This is an optimization exercise on Yosys and OpenROAD, whose aim is small area, a short achievable clock period and few clock cycles per item, not a production implementation.
In this exercise RTL edits were held to simulation tests only and were not proved equivalent to the original.
No activity file was given, so power comes from the tool's default toggle rates.

==> v30: inputs <==
// playback_rate_trim_controller
module playback_rate_trim_controller #(
  parameter int AVERAGE_LENGTH = 128
) (
  input  logic        clk,
  input  logic        rst,
  input  logic        in_valid,
  output logic        in_stall,
  input  logic [24:0] in_data,
  output logic        out_valid,
  input  logic        out_stall,
  output logic [34:0] out_data,
  input  logic        cfg_valid,
  output logic        cfg_ready,
  input  logic [1:0]  cfg_index,
  input  logic [15:0] cfg_data
);
clock: 8.0 ns
lec_check: 0
abc_clock_period_in_ps: 3000
cap_margin: 20
core_margin: 2
core_utilization: 60
cts_cluster_diameter: 80
cts_cluster_size: 24
place_density: 0.75
setup_slack_margin: 4.6
slew_margin: 20
run.sh (not shown) runs the stock make flow with config.mk's settings and CLKGATE_MAP_FILE= SYNTH_SCRIPT=/design/flow/synth_recipe.tcl, a recipe that flattens the netlist after the stock synthesis.
==> v2 (differences from v30) <==
--- a/flow/design.v
+++ b/flow/design.v
@@ -64,48 +64,47 @@
   always_ff @(posedge clk) begin
     tgt3 <= {2'b0, tgt} + {1'b0, tgt, 1'b0};
     fpb3 <= f3c;
     gain3 <= g3c;
     for (int s = 0; s < 8; s++) begin
       fen1[s] <= (fpb != 16'd0) && ((18'(fpb) >> (2 * s + 2)) == 18'd0);
       fen2[s] <= (fpb != 16'd0) && ((18'(fpb2) >> (2 * s + 2)) == 18'd0);
-      fen3[s] <= (fpb != 16'd0) && (18'(fpb) <= ((18'd1 << (2 * s + 2)) - 18'd1) / 18'd3);
+      fen3[s] <= (fpb != 16'd0) && ((f3c >> (2 * s + 2)) == 18'd0);
     end
   end
   logic       run;
   logic       in_take;
   logic [7:0]  occ_in;
   logic [15:0] dly_in;
   assign in_take  = in_valid & run & ~rst;
   assign dly_in   = in_data[0] ? in_data[16:1] : 16'd0;
   assign occ_in   = in_data[0] ? in_data[24:17] : {1'b0, tgt};
   logic        x_v;     
-  logic        xv_d;    
   logic [13:0] x_d;     
   logic        x_cl;    
   logic [0:0] v_s1;
   always_ff @(posedge clk) if (rst) v_s1 <= 1'b0; else if (run) v_s1 <= in_take;
   logic [7:0] occ_s1;
   always_ff @(posedge clk) if (run) occ_s1 <= occ_in;
   logic [15:0] dr_s1;
   always_ff @(posedge clk) if (run) dr_s1 <= dly_in;
   logic [1:0] rsh_1;
   assign rsh_1 = dr_s1[15:14];
   logic [2:0] t1_2;
   assign t1_2 = {1'b0, rsh_1} - {1'b0, fpb[1:0]};
   logic [0:0] n1_3;
-  assign n1_3 = (fpb[15:2] == 14'd0) & (fpb[1:0] != 2'd0) & ~t1_2[2];
+  assign n1_3 = fen1[0] & ~t1_2[2];
   logic [2:0] t2_4;
-  assign t2_4 = {1'b0, rsh_1} - {1'b0, {fpb[0], 1'b0}};
+  assign t2_4 = {1'b0, rsh_1} - {1'b0, fpb2[1:0]};
   logic [0:0] n2_5;
-  assign n2_5 = (fpb == 16'd1) & ~t2_4[2];
+  assign n2_5 = fen2[0] & ~t2_4[2];
   logic [2:0] t3_6;
-  assign t3_6 = {1'b0, rsh_1} - {1'b0, {fpb[1] ^ fpb[0], fpb[0]}};
+  assign t3_6 = {1'b0, rsh_1} - {1'b0, fpb3[1:0]};
   logic [0:0] n3_7;
-  assign n3_7 = (fpb == 16'd1) & ~t3_6[2];
+  assign n3_7 = fen3[0] & ~t3_6[2];
   logic [1:0] rem_8;
   assign rem_8 = n3_7 ? t3_6[1:0] : n2_5 ? t2_4[1:0] : n1_3 ? t1_2[1:0] : rsh_1;
   logic [1:0] q1_9;
   assign q1_9 = {n2_5, n3_7 | (n1_3 & ~n2_5)};
   logic [13:0] dr_10;
   assign dr_10 = dr_s1[13:0];
   logic [3:0] rsh_11;
@@ -848,82 +847,66 @@
   assign dd_159 = cl_156 ? (above_s17 ? -14'sd6554 : 14'd6554) : (above_s17 ? neg_158 : {1'b0, q2_s17, qb_155});
   logic [0:0] v_s18;
   always_ff @(posedge clk) if (rst) v_s18 <= 1'b0; else if (run) v_s18 <= v_s17;
   logic [0:0] cl_s18;
   always_ff @(posedge clk) if (run) cl_s18 <= cl_156;
   logic [13:0] dd_s18;
   always_ff @(posedge clk) if (run) dd_s18 <= dd_159;
-  assign xv_d = v_s17;
   assign x_v  = v_s18;
   assign x_d  = dd_s18;
   assign x_cl = cl_s18;
   logic [13:0] hist [HL-1];
   logic [6:0]  fill;      
-  logic        full;      
   logic [13:0] nx_old;    
   logic [20:0] dsum_m;
   logic [20:0] dsum_nx;   
   logic        push;
-  logic        push_q;
-  logic        run_nx;
-  assign push    = push_q;
-  assign nx_old  = full ? hist[HL-2] : 14'd0;
+  assign push    = x_v & run;
+  assign nx_old  = (fill == 7'(HL - 1)) ? hist[HL-2] : 14'd0;
   assign dsum_nx = dsum_m + {{7{x_d[13]}}, x_d};
-  logic [20:0] cs_a, cs_b, cs_n, cs_s, cs_c;
-  assign cs_a = dsum_m;
-  assign cs_b = {{7{x_d[13]}}, x_d};
-  assign cs_n = ~{{7{nx_old[13]}}, nx_old};
-  assign cs_s = cs_a ^ cs_b ^ cs_n;
-  assign cs_c = {(cs_a[19:0] & cs_b[19:0]) | (cs_a[19:0] & cs_n[19:0]) | (cs_b[19:0] & cs_n[19:0]), 1'b1};
   always_ff @(posedge clk) begin
     if (push) begin
       hist[0] <= x_d;
       for (int i = 1; i < HL - 1; i++) hist[i] <= hist[i-1];
     end
   end
   always_ff @(posedge clk) begin
     if (rst) begin
       fill   <= 7'd0;
-      full   <= 1'b0;
       dsum_m <= 21'd0;
     end else if (push) begin
-      if (!full) fill <= fill + 7'd1;
-      if (fill == 7'(HL - 2)) full <= 1'b1;
-      dsum_m <= cs_s + cs_c;
+      if (fill != 7'(HL - 1)) fill <= fill + 7'd1;
+      dsum_m <= dsum_m + {{7{x_d[13]}}, x_d} - {{7{nx_old[13]}}, nx_old};
     end
   end
   logic [28:0] x_res, k_res;
   logic [34:0] o_res;
   logic        o_v, k_v;
   logic        take;
   logic        stall_q;
   assign x_res = {dsum_nx[20:7], x_d, x_cl};
   assign take  = o_v & ~out_stall;
   logic [28:0] o_nx;
   assign o_nx = k_v ? k_res : x_res;
-  always_comb begin
-    if (o_v && !take) run_nx = ~(k_v | push);
-    else              run_nx = 1'b1;
-  end
   always_ff @(posedge clk) begin
     if (rst) begin
       o_v     <= 1'b0;
       k_v     <= 1'b0;
       run     <= 1'b1;
       stall_q <= 1'b0;
-      push_q  <= 1'b0;
     end else begin
-      run     <= run_nx;
-      stall_q <= ~run_nx;
-      push_q  <= run_nx & (run ? xv_d : x_v);
       if (o_v && !take) begin
         if (!k_v) k_v <= push;
+        run     <= ~(k_v | push);
+        stall_q <= k_v | push;
       end else begin
-        o_v <= k_v | push;
-        k_v <= k_v & push;
+        o_v     <= k_v | push;
+        k_v     <= k_v & push;
+        run     <= 1'b1;
+        stall_q <= 1'b0;
       end
     end
   end
   always_ff @(posedge clk) begin
     if (o_v && !take) begin
       if (!k_v) k_res <= x_res;
     end else begin
==> v25 (differences from v30) <==
--- a/flow/design.v
+++ b/flow/design.v
@@ -64,48 +64,47 @@
   always_ff @(posedge clk) begin
     tgt3 <= {2'b0, tgt} + {1'b0, tgt, 1'b0};
     fpb3 <= f3c;
     gain3 <= g3c;
     for (int s = 0; s < 8; s++) begin
       fen1[s] <= (fpb != 16'd0) && ((18'(fpb) >> (2 * s + 2)) == 18'd0);
       fen2[s] <= (fpb != 16'd0) && ((18'(fpb2) >> (2 * s + 2)) == 18'd0);
-      fen3[s] <= (fpb != 16'd0) && (18'(fpb) <= ((18'd1 << (2 * s + 2)) - 18'd1) / 18'd3);
+      fen3[s] <= (fpb != 16'd0) && ((f3c >> (2 * s + 2)) == 18'd0);
     end
   end
   logic       run;
   logic       in_take;
   logic [7:0]  occ_in;
   logic [15:0] dly_in;
   assign in_take  = in_valid & run & ~rst;
   assign dly_in   = in_data[0] ? in_data[16:1] : 16'd0;
   assign occ_in   = in_data[0] ? in_data[24:17] : {1'b0, tgt};
   logic        x_v;     
-  logic        xv_d;    
   logic [13:0] x_d;     
   logic        x_cl;    
   logic [0:0] v_s1;
   always_ff @(posedge clk) if (rst) v_s1 <= 1'b0; else if (run) v_s1 <= in_take;
   logic [7:0] occ_s1;
   always_ff @(posedge clk) if (run) occ_s1 <= occ_in;
   logic [15:0] dr_s1;
   always_ff @(posedge clk) if (run) dr_s1 <= dly_in;
   logic [1:0] rsh_1;
   assign rsh_1 = dr_s1[15:14];
   logic [2:0] t1_2;
   assign t1_2 = {1'b0, rsh_1} - {1'b0, fpb[1:0]};
   logic [0:0] n1_3;
-  assign n1_3 = (fpb[15:2] == 14'd0) & (fpb[1:0] != 2'd0) & ~t1_2[2];
+  assign n1_3 = fen1[0] & ~t1_2[2];
   logic [2:0] t2_4;
-  assign t2_4 = {1'b0, rsh_1} - {1'b0, {fpb[0], 1'b0}};
+  assign t2_4 = {1'b0, rsh_1} - {1'b0, fpb2[1:0]};
   logic [0:0] n2_5;
-  assign n2_5 = (fpb == 16'd1) & ~t2_4[2];
+  assign n2_5 = fen2[0] & ~t2_4[2];
   logic [2:0] t3_6;
-  assign t3_6 = {1'b0, rsh_1} - {1'b0, {fpb[1] ^ fpb[0], fpb[0]}};
+  assign t3_6 = {1'b0, rsh_1} - {1'b0, fpb3[1:0]};
   logic [0:0] n3_7;
-  assign n3_7 = (fpb == 16'd1) & ~t3_6[2];
+  assign n3_7 = fen3[0] & ~t3_6[2];
   logic [1:0] rem_8;
   assign rem_8 = n3_7 ? t3_6[1:0] : n2_5 ? t2_4[1:0] : n1_3 ? t1_2[1:0] : rsh_1;
   logic [1:0] q1_9;
   assign q1_9 = {n2_5, n3_7 | (n1_3 & ~n2_5)};
   logic [13:0] dr_10;
   assign dr_10 = dr_s1[13:0];
   logic [3:0] rsh_11;
@@ -622,30 +621,32 @@
   always_ff @(posedge clk) if (run) bighi_s10 <= bighi_86;
   logic [23:0] p_87;
   assign p_87 = {1'b0, {mr0_s10[22], mr0_s10[21], mr0_s10[20], mr0_s10[19], mr0_s10[18], mr0_s10[17], mr0_s10[16], mr0_s10[15], mr0_s10[14], mr0_s10[13], mr0_s10[12], mr0_s10[11], mr0_s10[10], mr0_s10[9], mr0_s10[8], mr0_s10[7], mr0_s10[6], mr0_s10[5], mr0_s10[4], mr0_s10[3], mr0_s10[2], mr0_s10[1], mr0_s10[0]}} + {1'b0, {mr1_s10[22], mr1_s10[21], mr1_s10[20], mr1_s10[19], mr1_s10[18], mr1_s10[17], mr1_s10[16], mr1_s10[15], mr1_s10[14], mr1_s10[13], mr1_s10[12], mr1_s10[11], mr1_s10[10], mr1_s10[9], mr1_s10[8], mr1_s10[7], mr1_s10[6], mr1_s10[5], mr1_s10[4], mr1_s10[3], mr1_s10[2], mr1_s10[1], mr1_s10[0]}};
   logic [0:0] big_88;
   assign big_88 = bighi_s10 | (|p_87[23:20]);
   logic [19:0] pl_89;
   assign pl_89 = p_87[19:0];
+  logic [6:0] r2_90;
+  assign r2_90 = pl_89[19:13];
+  logic [0:0] ovf_91;
+  assign ovf_91 = (r2_90 >= tgt) | big_88;
+  logic [12:0] pr_92;
+  assign pr_92 = pl_89[12:0];
   logic [0:0] v_s11;
   always_ff @(posedge clk) if (rst) v_s11 <= 1'b0; else if (run) v_s11 <= v_s10;
   logic [0:0] above_s11;
   always_ff @(posedge clk) if (run) above_s11 <= above_s10;
-  logic [0:0] big_s11;
-  always_ff @(posedge clk) if (run) big_s11 <= big_88;
-  logic [19:0] pl_s11;
-  always_ff @(posedge clk) if (run) pl_s11 <= pl_89;
-  logic [6:0] r2_90;
-  assign r2_90 = pl_s11[19:13];
-  logic [0:0] ovf_91;
-  assign ovf_91 = (r2_90 >= tgt) | big_s11;
-  logic [12:0] pr_92;
-  assign pr_92 = pl_s11[12:0];
+  logic [6:0] r2_s11;
+  always_ff @(posedge clk) if (run) r2_s11 <= r2_90;
+  logic [0:0] ovf_s11;
+  always_ff @(posedge clk) if (run) ovf_s11 <= ovf_91;
+  logic [12:0] pr_s11;
+  always_ff @(posedge clk) if (run) pr_s11 <= pr_92;
   logic [8:0] rsh_93;
-  assign rsh_93 = {r2_90, pr_92[12:11]};
+  assign rsh_93 = {r2_s11, pr_s11[12:11]};
   logic [9:0] t1_94;
   assign t1_94 = {1'b0, rsh_93} - 10'(tgt);
   logic [0:0] n1_95;
   assign n1_95 = ~t1_94[9];
   logic [9:0] t2_96;
   assign t2_96 = {1'b0, rsh_93} - 10'(tgt2);
   logic [0:0] n2_97;
@@ -653,25 +654,25 @@
   logic [9:0] t3_98;
   assign t3_98 = {1'b0, rsh_93} - 10'(tgt3);
   logic [0:0] n3_99;
   assign n3_99 = ~t3_98[9];
   logic [6:0] r2_100;
   assign r2_100 = n3_99 ? t3_98[6:0] : n2_97 ? t2_96[6:0] : n1_95 ? t1_94[6:0] : rsh_93[6:0];
   logic [10:0] pr_101;
-  assign pr_101 = pr_92[10:0];
+  assign pr_101 = pr_s11[10:0];
   logic [1:0] q2_102;
   assign q2_102 = {n2_97, n3_99 | (n1_95 & ~n2_97)};
   logic [0:0] v_s12;
   always_ff @(posedge clk) if (rst) v_s12 <= 1'b0; else if (run) v_s12 <= v_s11;
   logic [0:0] above_s12;
   always_ff @(posedge clk) if (run) above_s12 <= above_s11;
   logic [6:0] r2_s12;
   always_ff @(posedge clk) if (run) r2_s12 <= r2_100;
   logic [0:0] ovf_s12;
-  always_ff @(posedge clk) if (run) ovf_s12 <= ovf_91;
+  always_ff @(posedge clk) if (run) ovf_s12 <= ovf_s11;
   logic [10:0] pr_s12;
   always_ff @(posedge clk) if (run) pr_s12 <= pr_101;
   logic [1:0] q2_s12;
   always_ff @(posedge clk) if (run) q2_s12 <= q2_102;
   logic [8:0] rsh_103;
   assign rsh_103 = {r2_s12, pr_s12[10:9]};
   logic [9:0] t1_104;
@@ -848,82 +849,66 @@
   assign dd_159 = cl_156 ? (above_s17 ? -14'sd6554 : 14'd6554) : (above_s17 ? neg_158 : {1'b0, q2_s17, qb_155});
   logic [0:0] v_s18;
   always_ff @(posedge clk) if (rst) v_s18 <= 1'b0; else if (run) v_s18 <= v_s17;
   logic [0:0] cl_s18;
   always_ff @(posedge clk) if (run) cl_s18 <= cl_156;
   logic [13:0] dd_s18;
   always_ff @(posedge clk) if (run) dd_s18 <= dd_159;
-  assign xv_d = v_s17;
   assign x_v  = v_s18;
   assign x_d  = dd_s18;
   assign x_cl = cl_s18;
   logic [13:0] hist [HL-1];
   logic [6:0]  fill;      
-  logic        full;      
   logic [13:0] nx_old;    
   logic [20:0] dsum_m;
   logic [20:0] dsum_nx;   
   logic        push;
-  logic        push_q;
-  logic        run_nx;
-  assign push    = push_q;
-  assign nx_old  = full ? hist[HL-2] : 14'd0;
+  assign push    = x_v & run;
+  assign nx_old  = (fill == 7'(HL - 1)) ? hist[HL-2] : 14'd0;
   assign dsum_nx = dsum_m + {{7{x_d[13]}}, x_d};
-  logic [20:0] cs_a, cs_b, cs_n, cs_s, cs_c;
-  assign cs_a = dsum_m;
-  assign cs_b = {{7{x_d[13]}}, x_d};
-  assign cs_n = ~{{7{nx_old[13]}}, nx_old};
-  assign cs_s = cs_a ^ cs_b ^ cs_n;
-  assign cs_c = {(cs_a[19:0] & cs_b[19:0]) | (cs_a[19:0] & cs_n[19:0]) | (cs_b[19:0] & cs_n[19:0]), 1'b1};
   always_ff @(posedge clk) begin
     if (push) begin
       hist[0] <= x_d;
       for (int i = 1; i < HL - 1; i++) hist[i] <= hist[i-1];
     end
   end
   always_ff @(posedge clk) begin
     if (rst) begin
       fill   <= 7'd0;
-      full   <= 1'b0;
       dsum_m <= 21'd0;
     end else if (push) begin
-      if (!full) fill <= fill + 7'd1;
-      if (fill == 7'(HL - 2)) full <= 1'b1;
-      dsum_m <= cs_s + cs_c;
+      if (fill != 7'(HL - 1)) fill <= fill + 7'd1;
+      dsum_m <= dsum_m + {{7{x_d[13]}}, x_d} - {{7{nx_old[13]}}, nx_old};
     end
   end
   logic [28:0] x_res, k_res;
   logic [34:0] o_res;
   logic        o_v, k_v;
   logic        take;
   logic        stall_q;
   assign x_res = {dsum_nx[20:7], x_d, x_cl};
   assign take  = o_v & ~out_stall;
   logic [28:0] o_nx;
   assign o_nx = k_v ? k_res : x_res;
-  always_comb begin
-    if (o_v && !take) run_nx = ~(k_v | push);
-    else              run_nx = 1'b1;
-  end
   always_ff @(posedge clk) begin
     if (rst) begin
       o_v     <= 1'b0;
       k_v     <= 1'b0;
       run     <= 1'b1;
       stall_q <= 1'b0;
-      push_q  <= 1'b0;
     end else begin
-      run     <= run_nx;
-      stall_q <= ~run_nx;
-      push_q  <= run_nx & (run ? xv_d : x_v);
       if (o_v && !take) begin
         if (!k_v) k_v <= push;
+        run     <= ~(k_v | push);
+        stall_q <= k_v | push;
       end else begin
-        o_v <= k_v | push;
-        k_v <= k_v & push;
+        o_v     <= k_v | push;
+        k_v     <= k_v & push;
+        run     <= 1'b1;
+        stall_q <= 1'b0;
       end
     end
   end
   always_ff @(posedge clk) begin
     if (o_v && !take) begin
       if (!k_v) k_res <= x_res;
     end else begin
==> summary.txt <==
Worst hold slack, highest first: v25, v2, v30. Combinational power is about the same in v2 and v25. The highest count of clock-buffer cells in the layout belongs to v2, the lowest to v25. Of v2 and v25, v25 has the higher register-to-register slack (gap 380 ps).
==> figures <==
metric	v2	v25	v30
Cell repeated most along the worst path	a211oi_2	a21oi_2	fa_1
Run status	no timing/DRC/antenna violations	no timing/DRC/antenna violations	no timing/DRC/antenna violations
Row Count	149	149	150
Distinct cells, synth	82	86	98
Clock Power	7.66 mW	7.30 mW	7.37 mW
Comb. pwr	10.6 mW	10.5 mW	11.1 mW
Number of cells produced by synthesis	6,290	6,316	6,393
TritonCTS Buffers	139	132	132
Multiplexer share of the synthesized area	0.0228	0.0203	0.0207
Number of cells on the worst reg-to-reg path	20	20	10
Testbench counts of v30, summed over its fixed seeds: cycles 2,200, items 2,048.
Testbench counts of v2, summed over its fixed seeds: cycles 2,200, items 2,048.
Testbench counts of v25, summed over its fixed seeds: cycles 2,200, items 2,048.

## what the ideal ports hide
No port has a modelled driver above. Below, the same layouts with a new extraction and two added sets of constraints.
Step 1 (the two cells are an assumption about what drives the block):
set clk [get_ports {clk}]
set_driving_cell -lib_cell sky130_fd_sc_hd__clkbuf_16 $clk
set_driving_cell -lib_cell sky130_fd_sc_hd__buf_2 [delete_from_list [all_inputs] $clk]
Step 2 moves the port delays by t, midway between the first and last clock arrival at a register: inputs arrive t later, outputs are due t later. That takes back most of the time a late clock gives input paths.
a / b / c = no drivers / after step 1 / after step 2; a / b = the first two.
| run | t (ns) | setup WS [ns] | worst setup path at the end | latest minus earliest clock arrival (ns) | slew at the worst register clock pin (ns) |
|---|---|---|---|---|---|
| v30 | 0.869 | 4.534 / 4.534 / 4.502 | input to register | 0.065 / 0.064 | 0.10 / 0.10 |
| v2 | 0.886 | 3.584 / 3.584 / 3.584 | register to register | 0.052 / 0.052 | 0.11 / 0.11 |
| v25 | 0.887 | 3.967 / 3.967 / 3.967 | register to register | 0.048 / 0.049 | 0.10 / 0.10 |
After both steps setup and hold are still met in every run listed. The setup slack of v30, which loses most, moves by 0.000 ns with the drivers and by -0.032 ns with both steps.
